This design comes from an exercise in tuning for small area, a short achievable clock period and few clock cycles on the open sky130 flow, not from production work.
In this exercise RTL edits were held to simulation tests only and were not proved equivalent to the original.
Power and IR drop assume default switching activity.

### flow/run.sh
#!/bin/bash
# synth_recipe.tcl (not shown) runs the flow's synth.tcl, then flattens the netlist and writes it again
# the make line also repeats each setting of config.mk as NAME=value (left out here)
make -C /OpenROAD-flow-scripts/flow DESIGN_CONFIG=/design/flow/config.mk WORK_HOME=/design/flow/orfs CLKGATE_MAP_FILE= SYNTH_SCRIPT=/design/flow/synth_recipe.tcl finish
### flow/config.mk
export PLATFORM = sky130hd
export DESIGN_NAME = kalman_tilt_angle_filter_unit
export DESIGN_NICKNAME = kalman_tilt_angle_filter_unit
export VERILOG_FILES = /design/flow/design.v
export SDC_FILE = /design/flow/constraint.sdc
export NUM_CORES = 4
export LEC_CHECK = 0
export CAP_MARGIN = 20
export CORE_MARGIN = 2
export CORE_UTILIZATION = 35
export PLACE_DENSITY = 0.5
export SLEW_MARGIN = 20
### flow/constraint.sdc
create_clock -name core_clock -period 22.0 [get_ports {clk_i}]
set_input_delay 4.4000 -clock core_clock [delete_from_list [all_inputs] [get_ports {clk_i}]]
set_output_delay 4.4000 -clock core_clock [all_outputs]
set_load 0.01 [all_outputs]
### flow/design.v
`default_nettype none
package ktaf_pkg;
  localparam int DataWidthDef = 32;
  localparam int FracBitsDef  = 16;
  localparam int CfgBits      = 24;
  localparam int IdxBits      = 2;
  localparam logic [IdxBits-1:0] RegQAngle = 2'd0;
  localparam logic [IdxBits-1:0] RegQBias  = 2'd1;
  localparam logic [IdxBits-1:0] RegR      = 2'd2;
  localparam logic [IdxBits-1:0] RegDt     = 2'd3;
  localparam logic [CfgBits-1:0] QAngleRst = 24'd16777;
  localparam logic [CfgBits-1:0] QBiasRst  = 24'd50332;
  localparam logic [CfgBits-1:0] RRst      = 24'd8388608;
  localparam logic [CfgBits-1:0] DtRst     = 24'd335544;
  typedef enum logic [4:0] {
    ST_IDLE,
    ST_PRED_A, ST_PRED_P00A, ST_PRED_P00B, ST_PRED_P01, ST_PRED_P11,
    ST_PRED_FIN,
    ST_DIV_P00, ST_DIV_P01, ST_DIV_P10, ST_DIV_P11, ST_DIV_ANG, ST_DIV_BIAS,
    ST_FIN,
    ST_OUT
  } ktaf_state_e;
  typedef enum logic [3:0] {
    OP_NONE,
    OP_PRED_A, OP_PRED_P00A, OP_PRED_P00B, OP_PRED_P01, OP_PRED_P11,
    OP_PRED_FIN,
    OP_DIV_P00, OP_DIV_P01, OP_DIV_P10, OP_DIV_P11, OP_DIV_ANG, OP_DIV_BIAS,
    OP_FIN
  } ktaf_op_e;
  typedef struct packed {
    logic     start;
    ktaf_op_e op;
  } ktaf_cmd_t;
  typedef struct packed {
    logic busy;
    logic e_pos;
  } ktaf_sts_t;
endpackage
`default_nettype wire
`default_nettype none
import ktaf_pkg::*;
module ktaf_ctrl
(
  input  logic      clk_i,
  input  logic      rst_ni,
  input  logic      in_fire_i,
  input  logic      out_free_i,
  input  ktaf_pkg::ktaf_sts_t sts_i,
  output ktaf_pkg::ktaf_cmd_t cmd_o,
  output logic      idle_o,
  output logic      out_load_o
);
  ktaf_pkg::ktaf_state_e state_q, state_d;
  logic        issued_q, issued_d;
  always_comb begin
    state_d  = state_q;
    issued_d = issued_q;
    case (state_q)
      ST_IDLE: begin
        if (in_fire_i) begin
          state_d  = ST_PRED_A;
          issued_d = 1'b0;
        end
      end
      ST_OUT: begin
        if (out_free_i) state_d = ST_IDLE;
      end
      default: begin
        if (!issued_q) begin
          issued_d = 1'b1;
        end else if (!sts_i.busy) begin
          issued_d = 1'b0;
          case (state_q)
            ST_PRED_A:    state_d = ST_PRED_P00A;
            ST_PRED_P00A: state_d = ST_PRED_P00B;
            ST_PRED_P00B: state_d = ST_PRED_P01;
            ST_PRED_P01:  state_d = ST_PRED_P11;
            ST_PRED_P11:  state_d = ST_PRED_FIN;
            ST_PRED_FIN:  state_d = sts_i.e_pos ? ST_DIV_P00 : ST_FIN;
            ST_DIV_P00:   state_d = ST_DIV_P01;
            ST_DIV_P01:   state_d = ST_DIV_P10;
            ST_DIV_P10:   state_d = ST_DIV_P11;
            ST_DIV_P11:   state_d = ST_DIV_ANG;
            ST_DIV_ANG:   state_d = ST_DIV_BIAS;
            ST_DIV_BIAS:  state_d = ST_FIN;
            default:      state_d = ST_OUT;
          endcase
        end
      end
    endcase
  end
  always_comb begin
    cmd_o.start = 1'b0;
    cmd_o.op    = OP_NONE;
    case (state_q)
      ST_PRED_A:    cmd_o.op = OP_PRED_A;
      ST_PRED_P00A: cmd_o.op = OP_PRED_P00A;
      ST_PRED_P00B: cmd_o.op = OP_PRED_P00B;
      ST_PRED_P01:  cmd_o.op = OP_PRED_P01;
      ST_PRED_P11:  cmd_o.op = OP_PRED_P11;
      ST_PRED_FIN:  cmd_o.op = OP_PRED_FIN;
      ST_DIV_P00:   cmd_o.op = OP_DIV_P00;
      ST_DIV_P01:   cmd_o.op = OP_DIV_P01;
      ST_DIV_P10:   cmd_o.op = OP_DIV_P10;
      ST_DIV_P11:   cmd_o.op = OP_DIV_P11;
      ST_DIV_ANG:   cmd_o.op = OP_DIV_ANG;
      ST_DIV_BIAS:  cmd_o.op = OP_DIV_BIAS;
      ST_FIN:       cmd_o.op = OP_FIN;
      default:      cmd_o.op = OP_NONE;
    endcase
    if (cmd_o.op != OP_NONE) cmd_o.start = !issued_q;
    idle_o     = (state_q == ST_IDLE);
    out_load_o = (state_q == ST_OUT) && out_free_i;
  end
  always_ff @(posedge clk_i or negedge rst_ni) begin
    if (!rst_ni) begin
      state_q  <= ST_IDLE;
      issued_q <= 1'b0;
    end else begin
      state_q  <= state_d;
      issued_q <= issued_d;
    end
  end
endmodule
`default_nettype wire
`default_nettype none
import ktaf_pkg::*;
module ktaf_dp
#(
  parameter int DATA_WIDTH = DataWidthDef,
  parameter int FRAC_BITS  = FracBitsDef
) (
  input  logic                         clk_i,
  input  logic                         rst_ni,
  input  logic                         in_load_i,
  input  logic signed [DATA_WIDTH-1:0] meas_i,
  input  logic signed [DATA_WIDTH-1:0] gyro_i,
  input  logic        [CfgBits-1:0]    q_angle_i,
  input  logic        [CfgBits-1:0]    q_bias_i,
  input  logic        [CfgBits-1:0]    r_i,
  input  logic        [CfgBits-1:0]    dt_i,
  input  ktaf_pkg::ktaf_cmd_t                    cmd_i,
  output ktaf_pkg::ktaf_sts_t                    sts_o,
  output logic signed [DATA_WIDTH-1:0] angle_o,
  output logic signed [DATA_WIDTH-1:0] rate_o
);
  localparam int W   = 64;
  localparam int PW  = 128;
  localparam int CntW = 8;
  localparam logic [W-1:0] Cap = {2'b01, {(W-2){1'b0}}};
  localparam logic signed [W-1:0] SatHi = (W)'((64'sd1 <<< (DATA_WIDTH-1)) - 1);
  localparam logic signed [W-1:0] SatLo = -SatHi - 1;
  localparam int QShift = 2*CfgBits - FRAC_BITS;
  localparam int RShift = CfgBits - FRAC_BITS;
  function automatic logic signed [W-1:0] sat_f(input logic signed [W-1:0] v);
    if (v > SatHi) sat_f = SatHi;
    else if (v < SatLo) sat_f = SatLo;
    else sat_f = v;
  endfunction
  function automatic logic [W-1:0] mag_f(input logic signed [W-1:0] v);
    mag_f = v[W-1] ? W'(-v) : v;
  endfunction
  function automatic logic signed [W-1:0] cap_f(input logic [PW-1:0] m, input logic neg);
    logic [W-1:0] c;
    c = (m > PW'(Cap)) ? Cap : m[W-1:0];
    cap_f = neg ? W'(-c) : c;
  endfunction
  function automatic logic [PW-1:0] rsh_f(input logic [PW-1:0] m, input int s);
    logic [PW:0] t;
    if (s == 0) begin
      rsh_f = m;
    end else begin
      t = {1'b0, m} + ((PW+1)'(1) << (s-1));
      rsh_f = PW'(t >> s);
    end
  endfunction
  logic signed [W-1:0] ang_q, bias_q, p00_q, p01_q, p10_q, p11_q;
  logic signed [W-1:0] a_q, n00_q, n01_q, n10_q, n11_q, e_q, err_q, meas_q, gyro_q;
  logic signed [W-1:0] t_q;
  logic                epos_q;
  logic [W-1:0]  ma_q, mb_q;
  logic [PW-1:0] prod_q, num_q;
  logic [W:0]    rem_q;
  logic [W-1:0]  quo_q;
  logic          over_q, neg_q;
  logic [CntW-1:0] cnt_q;
  typedef enum logic [1:0] {U_IDLE, U_MUL, U_DIV, U_DONE} ktaf_unit_e;
  ktaf_unit_e  unit_q;
  ktaf_pkg::ktaf_op_e    op_q;
  logic        div_q;
  logic [6:0]  sh_q;
  logic signed [W-1:0] opa, opb;
  logic                use_div;
  logic [6:0]          sh;
  logic signed [W-1:0] res;
  logic [W:0]          rem_sh;
  logic [W-1:0]        divisor;
  logic [PW-1:0]       prod_nxt;
  always_comb begin
    opa = '0; opb = '0; use_div = 1'b0; sh = 7'd0;
    case (cmd_i.op)
      OP_PRED_A:    begin opa = W'(gyro_q) - bias_q; opb = W'(dt_i); sh = 7'(CfgBits); end
      OP_PRED_P00A: begin opa = W'(q_angle_i); opb = W'(dt_i); sh = 7'(QShift); end
      OP_PRED_P00B: begin opa = -(p01_q + p10_q); opb = W'(dt_i); sh = 7'(CfgBits); end
      OP_PRED_P01:  begin opa = -p11_q; opb = W'(dt_i); sh = 7'(CfgBits); end
      OP_PRED_P11:  begin opa = W'(q_bias_i); opb = W'(dt_i); sh = 7'(QShift); end
      OP_DIV_P00:   begin opa = n00_q; opb = n00_q; use_div = 1'b1; end
      OP_DIV_P01:   begin opa = n00_q; opb = n01_q; use_div = 1'b1; end
      OP_DIV_P10:   begin opa = n10_q; opb = n00_q; use_div = 1'b1; end
      OP_DIV_P11:   begin opa = n10_q; opb = n01_q; use_div = 1'b1; end
      OP_DIV_ANG:   begin opa = n00_q; opb = err_q; use_div = 1'b1; end
      OP_DIV_BIAS:  begin opa = n10_q; opb = err_q; use_div = 1'b1; end
      default:      ;
    endcase
  end
  assign divisor = e_q;
  assign rem_sh  = {rem_q[W-1:0], num_q[PW-1]};
  assign prod_nxt = prod_q + (PW'(mb_q[0] ? ma_q : '0) << cnt_q)
                           + (PW'(mb_q[1] ? ma_q : '0) << (cnt_q + 1));
  always_comb begin
    if (div_q) begin
      if (over_q) res = cap_f({{(PW-1){1'b0}}, 1'b1} << W, neg_q);
      else res = cap_f(PW'(quo_q) + PW'((rem_q >= ((W+1)'(divisor) - rem_q)) ? 1 : 0),
                       neg_q);
    end else begin
      res = cap_f(rsh_f(prod_q, int'(sh_q)), neg_q);
    end
  end
  assign sts_o.busy  = (unit_q != U_IDLE) || cmd_i.start;
  assign sts_o.e_pos = epos_q;
  always_ff @(posedge clk_i or negedge rst_ni) begin
    if (!rst_ni) begin
      unit_q <= U_IDLE;
      ang_q  <= '0;
      bias_q <= '0;
      p00_q  <= W'(64'sd1 <<< FRAC_BITS);
      p01_q  <= '0;
      p10_q  <= '0;
      p11_q  <= W'(64'sd1 <<< FRAC_BITS);
      a_q    <= '0;
      n00_q  <= '0;
      n01_q  <= '0;
      n10_q  <= '0;
      n11_q  <= '0;
      e_q    <= '0;
      err_q  <= '0;
      meas_q <= '0;
      gyro_q <= '0;
      t_q    <= '0;
      epos_q <= 1'b0;
      ma_q   <= '0;
      mb_q   <= '0;
      prod_q <= '0;
      num_q  <= '0;
      rem_q  <= '0;
      quo_q  <= '0;
      over_q <= 1'b0;
      neg_q  <= 1'b0;
      cnt_q  <= '0;
      op_q   <= OP_NONE;
      div_q  <= 1'b0;
      sh_q   <= '0;
    end else begin
      if (in_load_i) begin
        meas_q <= W'(meas_i);
        gyro_q <= W'(gyro_i);
      end
      case (unit_q)
        U_IDLE: begin
          if (cmd_i.start) begin
            op_q  <= cmd_i.op;
            sh_q  <= sh;
            div_q <= use_div;
            neg_q <= opa[W-1] ^ opb[W-1];
            ma_q  <= mag_f(opa);
            mb_q  <= mag_f(opb);
            prod_q <= '0;
            cnt_q <= '0;
            if (cmd_i.op == OP_PRED_FIN || cmd_i.op == OP_FIN) unit_q <= U_DONE;
            else unit_q <= U_MUL;
          end
        end
        U_MUL: begin
          prod_q <= prod_nxt;
          mb_q   <= mb_q >> 2;
          if (cnt_q == CntW'(W-2)) begin
            if (div_q) begin
              unit_q <= U_DIV;
              cnt_q  <= '0;
              rem_q  <= '0;
              quo_q  <= '0;
              over_q <= 1'b0;
              num_q  <= prod_nxt;
            end else begin
              unit_q <= U_DONE;
            end
          end else begin
            cnt_q <= cnt_q + CntW'(2);
          end
        end
        U_DIV: begin
          num_q <= num_q << 1;
          cnt_q <= cnt_q + CntW'(1);
          if (rem_sh >= (W+1)'(divisor)) begin
            rem_q <= rem_sh - (W+1)'(divisor);
            if (cnt_q < CntW'(W)) over_q <= 1'b1;
            else quo_q <= {quo_q[W-2:0], 1'b1};
          end else begin
            rem_q <= rem_sh;
            if (cnt_q >= CntW'(W)) quo_q <= {quo_q[W-2:0], 1'b0};
          end
          if (cnt_q == CntW'(PW-1)) unit_q <= U_DONE;
        end
        default: begin
          unit_q <= U_IDLE;
          case (op_q)
            OP_PRED_A:    a_q <= sat_f(ang_q + res);
            OP_PRED_P00A: t_q <= p00_q + res;
            OP_PRED_P00B: n00_q <= sat_f(t_q + res);
            OP_PRED_P01: begin
              n01_q <= sat_f(p01_q + res);
              n10_q <= sat_f(p10_q + res);
            end
            OP_PRED_P11:  n11_q <= sat_f(p11_q + res);
            OP_PRED_FIN: begin
              e_q    <= W'(cap_f(rsh_f(PW'(r_i), RShift), 1'b0)) + n00_q;
              epos_q <= !((W'(cap_f(rsh_f(PW'(r_i), RShift), 1'b0)) + n00_q) <= 0);
              err_q  <= meas_q - a_q;
              p00_q <= n00_q; p01_q <= n01_q; p10_q <= n10_q; p11_q <= n11_q;
              ang_q <= a_q;
            end
            OP_DIV_P00:  p00_q  <= sat_f(n00_q - res);
            OP_DIV_P01:  p01_q  <= sat_f(n01_q - res);
            OP_DIV_P10:  p10_q  <= sat_f(n10_q - res);
            OP_DIV_P11:  p11_q  <= sat_f(n11_q - res);
            OP_DIV_ANG:  ang_q  <= sat_f(a_q - 0 + res);
            OP_DIV_BIAS: bias_q <= sat_f(bias_q + res);
            default: ;
          endcase
        end
      endcase
    end
  end
  assign angle_o = DATA_WIDTH'(ang_q);
  assign rate_o  = DATA_WIDTH'(sat_f(gyro_q - bias_q));
endmodule
`default_nettype wire
`default_nettype none
import ktaf_pkg::*;
module kalman_tilt_angle_filter_unit
#(
  parameter int DATA_WIDTH = DataWidthDef,
  parameter int FRAC_BITS  = FracBitsDef
) (
  input  logic                    clk_i,
  input  logic                    rst_ni,
  input  logic                    s_axis_tvalid,
  output logic                    s_axis_tready,
  input  logic [2*DATA_WIDTH-1:0] s_axis_tdata,
  output logic                    m_axis_tvalid,
  input  logic                    m_axis_tready,
  output logic [2*DATA_WIDTH-1:0] m_axis_tdata,
  input  logic                    cfg_we_i,
  input  logic [IdxBits-1:0]      cfg_idx_i,
  input  logic [CfgBits-1:0]      cfg_data_i
);
  logic [CfgBits-1:0] q_angle_q, q_bias_q, r_q, dt_q;
  ktaf_pkg::ktaf_cmd_t cmd;
  ktaf_pkg::ktaf_sts_t sts;
  logic idle, out_load, in_fire, out_free;
  logic signed [DATA_WIDTH-1:0] ang, rate;
  logic [2*DATA_WIDTH-1:0] out_q;
  logic out_vld_q;
  assign s_axis_tready = idle && !out_vld_q;
  assign in_fire  = s_axis_tvalid && s_axis_tready;
  assign out_free = !out_vld_q || m_axis_tready;
  always_ff @(posedge clk_i or negedge rst_ni) begin
    if (!rst_ni) begin
      q_angle_q <= QAngleRst;
      q_bias_q  <= QBiasRst;
      r_q       <= RRst;
      dt_q      <= DtRst;
    end else if (cfg_we_i) begin
      case (cfg_idx_i)
        RegQAngle: q_angle_q <= cfg_data_i;
        RegQBias:  q_bias_q  <= cfg_data_i;
        RegR:      r_q       <= cfg_data_i;
        RegDt:     dt_q      <= cfg_data_i;
        default:   ;
      endcase
    end
  end
  ktaf_ctrl u_ctrl (
    .clk_i, .rst_ni, .in_fire_i(in_fire), .out_free_i(out_free),
    .sts_i(sts), .cmd_o(cmd), .idle_o(idle), .out_load_o(out_load)
  );
  ktaf_dp #(.DATA_WIDTH(DATA_WIDTH), .FRAC_BITS(FRAC_BITS)) u_dp (
    .clk_i, .rst_ni, .in_load_i(in_fire),
    .meas_i(s_axis_tdata[DATA_WIDTH-1:0]),
    .gyro_i(s_axis_tdata[2*DATA_WIDTH-1:DATA_WIDTH]),
    .q_angle_i(q_angle_q), .q_bias_i(q_bias_q), .r_i(r_q), .dt_i(dt_q),
    .cmd_i(cmd), .sts_o(sts), .angle_o(ang), .rate_o(rate)
  );
  always_ff @(posedge clk_i or negedge rst_ni) begin
    if (!rst_ni) begin
      out_vld_q <= 1'b0;
    end else begin
      if (out_load) out_vld_q <= 1'b1;
      else if (m_axis_tready) out_vld_q <= 1'b0;
    end
  end
  always_ff @(posedge clk_i) begin
    if (out_load) out_q <= {rate, ang};
  end
  assign m_axis_tvalid = out_vld_q;
  assign m_axis_tdata  = out_q;
endmodule
`default_nettype wire
==> metrics.yaml <==
run_status: "no timing/DRC/antenna violations"
post-route-min-period_ps: 20890
hold_viol_final: 0
skew_ps: 132.2
crit_buf_inv: 10
crit_fanout: 35
holdPathStages: 2
hp-class: "register to register"
first_pass_iters: 9
drtAntennaViolNets: 0
drcViolationCount: 0
cts_tree: "done"
clk_pin_slew_worst_paths_ps: 60
grt_antenna_before_repair: 89
place_area_sq_um: 190900
r2r_slack_ps: 1110
crit_family: "compound AO/OA/AOI/OAI gates"
synth_cell_types: 127
numCtsBuffers: 229
maxSlewViolCount: 0
final_cell_mix: "2390 x nand2_1, 1981 x a21oi_1, 1970 x o21ai_0"
worstReg2RegEnd: "u_dp.p10_q[12]$_DFFE_PN0P_"
synth.top_cell.area_share_pct: 21.70
cp.required_ps: 22860
synth-main-ff-cell: "dfrtp_1"
rsz0062_at_grt: "false"
syn_avg_cell_area_sq_um: 7.713
num_vias: 188398
p_per_area_nw_per_um2: 167.4
max-clock-path-buffers: 4
fillers: 53571
cts_resized: 0
chipWidth_um: 721.6
dp_hpwl_mm: 814.0
dp.cells: 29532
synth_top_area_cell: "dfrtp_1"
grt_overflow: 0
initial_core_util_pct: 35.13
first_iter_violations: 20417
r2r_start: "u_dp.e_q[0]$_DFFE_PN0P_"
fp-row-count: 263
async_flop_share_pct: 96.13
track_usage_pct: 37.00
peakVddDrop_v: 0.0001872
cp-end-kind: "register"
grt_pass1_wl_mm: 1385
synthCells: 23367
p_leak_nw: 87.92
final_cell_area_sq_um: 199400
wl_per_cell_um: 33.44
setup_violations: 0
final_common_cell: "nand2_1"
synth_edf_count: 64
top_regs: "u_dp.num_q: 128 flops, u_dp.prod_q: 128 flops, u_dp.rem_q: 65 flops"
cts_sinks: 1652
cts_setup_buffers: 0
worstRegToRegCells: 68
setup.worst_path.start_class: "register"
netlist_area_sq_um: 180200
cap_viol_max_count: 0
die_y_um: 721.6
fin_tns_setup_ps: 0
synth_seq_area_share_pct: 23.13
grt_max_degree: 163
worstHoldEndpoint: "u_dp.num_q[121]$_DFFE_PN0P_"
synth-seq-cells: 1652
synth_area_leaders: "dfrtp_1 22%, ha_1 9.6%, a21oi_1 5.5%"
pin_count: 161
worst_pin_slew_ps: 1325
nets: 24634
drive_gt1_share_pct: 7.860
fmax_ghz: 0.04786
relSlewSlack_pct: 11.68
cts-htree-levels: 4
wl_mm: 1003
coreArea_sq_um: 513000
clockRootBuffer: "clkbuf_16"
synthToLayoutAreaGrowth_pct: 10.61
slowest_stage: "nor4b_1"
cp.arrival_ps: 21760
io_buffers: 160
dieArea_sq_um: 520700
ctsHoldBuffers: 0
grt_pass1_vias: 178465
hold_start: "u_dp.num_q[121]$_DFFE_PN0P_"
clk_latency_ps: 1070
fin_cells: 30005
yosysWarnings: 3
via_per_inst: 6.279
place.gp.congestion: 1.080
slowest_delay_ps: 720
crit_type: "register to register"
min_period_over_period_pct: 94.98
p_total_mw: 33.38
==> cell usage after synthesis, types with 152 or more instances <==
| library cell | count |
|---|---|
| a211oi_1 | 211 |
| a21o_1 | 780 |
| a21oi_1 | 1990 |
| a22oi_1 | 156 |
| a31oi_1 | 262 |
| and2_1 | 158 |
| and3_1 | 319 |
| clkbuf_1 | 1182 |
| dfrtp_1 | 1563 |
| ha_1 | 1384 |
| inv_1 | 1231 |
| mux2_2 | 191 |
| mux2i_1 | 282 |
| nand2_1 | 2401 |
| nand2b_1 | 303 |
| nand3_1 | 678 |
| nand4_1 | 350 |
| nor2_1 | 1737 |
| nor2b_1 | 233 |
| nor3_1 | 487 |
| nor4_1 | 203 |
| o211ai_1 | 152 |
| o21a_1 | 219 |
| o21ai_0 | 1983 |
| o21bai_1 | 189 |
| o22ai_1 | 329 |
| or3_1 | 210 |
| xnor2_1 | 905 |
| xor2_1 | 558 |
==> stage by stage <==
| stage | util (%) | setup WS [ps] | hold WS [ps] |
|---|---|---|---|
| 5_1_grt | 38.84 | 55.44 | 499.2 |
| 3_3_place_gp | 37.19 | 1489 | 460.7 |
| 2_1_floorplan | - | 6386 | 439.6 |
| 4_1_cts | 38.81 | 1343 | 479.4 |
| 3_5_place_dp | 37.21 | 1476 | 465.2 |
| 6_report | 38.86 | 1105 | 476.8 |
==> worst min-delay path: stages, from the launching register on <==
cell	delay (ps)
dfrtp_1	330
nand2_1	50
nand3_1	60
==> how the worst max path moves through the flow <==
stage	depth (start not counted)	endpoint	slack, ps	startpoint
after global routing	71	u_dp.ang_q[17]$_DFFE_PN0P_	60	u_dp.e_q[0]$_DFFE_PN0P_
final	68	u_dp.p10_q[12]$_DFFE_PN0P_	1110	u_dp.e_q[0]$_DFFE_PN0P_
after floorplan	65	u_dp.p10_q[11]$_DFFE_PN0P_	6390	u_dp.rem_q[17]$_DFFE_PN0P_
after detailed placement	71	u_dp.ang_q[17]$_DFFE_PN0P_	1480	u_dp.e_q[0]$_DFFE_PN0P_
after CTS	71	u_dp.ang_q[28]$_DFFE_PN0P_	1340	u_dp.e_q[0]$_DFFE_PN0P_
after global placement	71	u_dp.ang_q[0]$_DFFE_PN0P_	1490	u_dp.e_q[0]$_DFFE_PN0P_
==> logic make-up after synthesis <==
| kind of cell | Yosys count | synth area share (%) |
|---|---|---|
| other | 1 | 0.002081 |
| multiplexers | 583 | 4.134 |
| XOR/XNOR | 1470 | 7.196 |
| buffers and inverters | 2604 | 5.497 |
| AO/OA/AOI/OAI | 7816 | 27.95 |
| AND/OR/NAND/NOR | 7711 | 20.86 |
| flip-flops | 1652 | 23.13 |
| adder cells (fa/ha/maj) | 1530 | 11.23 |
==> report_power, final <==
part	leakage, nW	internal [mW]	switching [mW]
Combinational	64.1	8.04	15.8
Sequential	19.8	3.99	1.37
Clock	4.00	2.47	1.74
==> layer usage <==
layer	vias to the layer above	routed length, um	track usage [%]
li1	85109	-	-
met1	92614	385800	43.74
met2	8457	446900	58.79
met3	2174	71670	6.727
met4	44	98320	30.01
met5	-	696	0
==> cell type report <==
class	count	area, sq um	area share (%)
repair buffers	769	6317	3.169
inverters	1243	4667	2.341
flip-flops and latches	1652	41720	20.93
diodes	42	105.1	0.05272
clock inverters	120	1715	0.8605
multi-input cells	19114	129900	65.15
clock buffers	308	6499	3.260
well taps	6757	8454	4.241
Testbench counts, summed over its fixed seeds: cycles 446,208.

separate check: timing with driven ports:
No port has a modelled driver above. Below, the same layout with a new extraction and two added sets of constraints.
Step 1 assumes that a clkbuf_16 drives the clock port and a buf_2 every other input.
Step 2 also shifts input and output timing later by t, the mid clock arrival at the registers, as if the neighbouring blocks saw the same clock.
a / b / c = ideal / step 1 / step 2; a / b = the first two.
t (ns): 1.122
setup slack, ns: 1.105 / 1.105 / 1.105
hold WS [ns]: 0.477 / 0.477 / 0.477
worst data-port slew with drivers (ns): 0.12
After both steps this run still meets setup and hold. For this run, drivers alone change the setup slack by 0.000 ns; drivers and shift together by 0.000 ns.
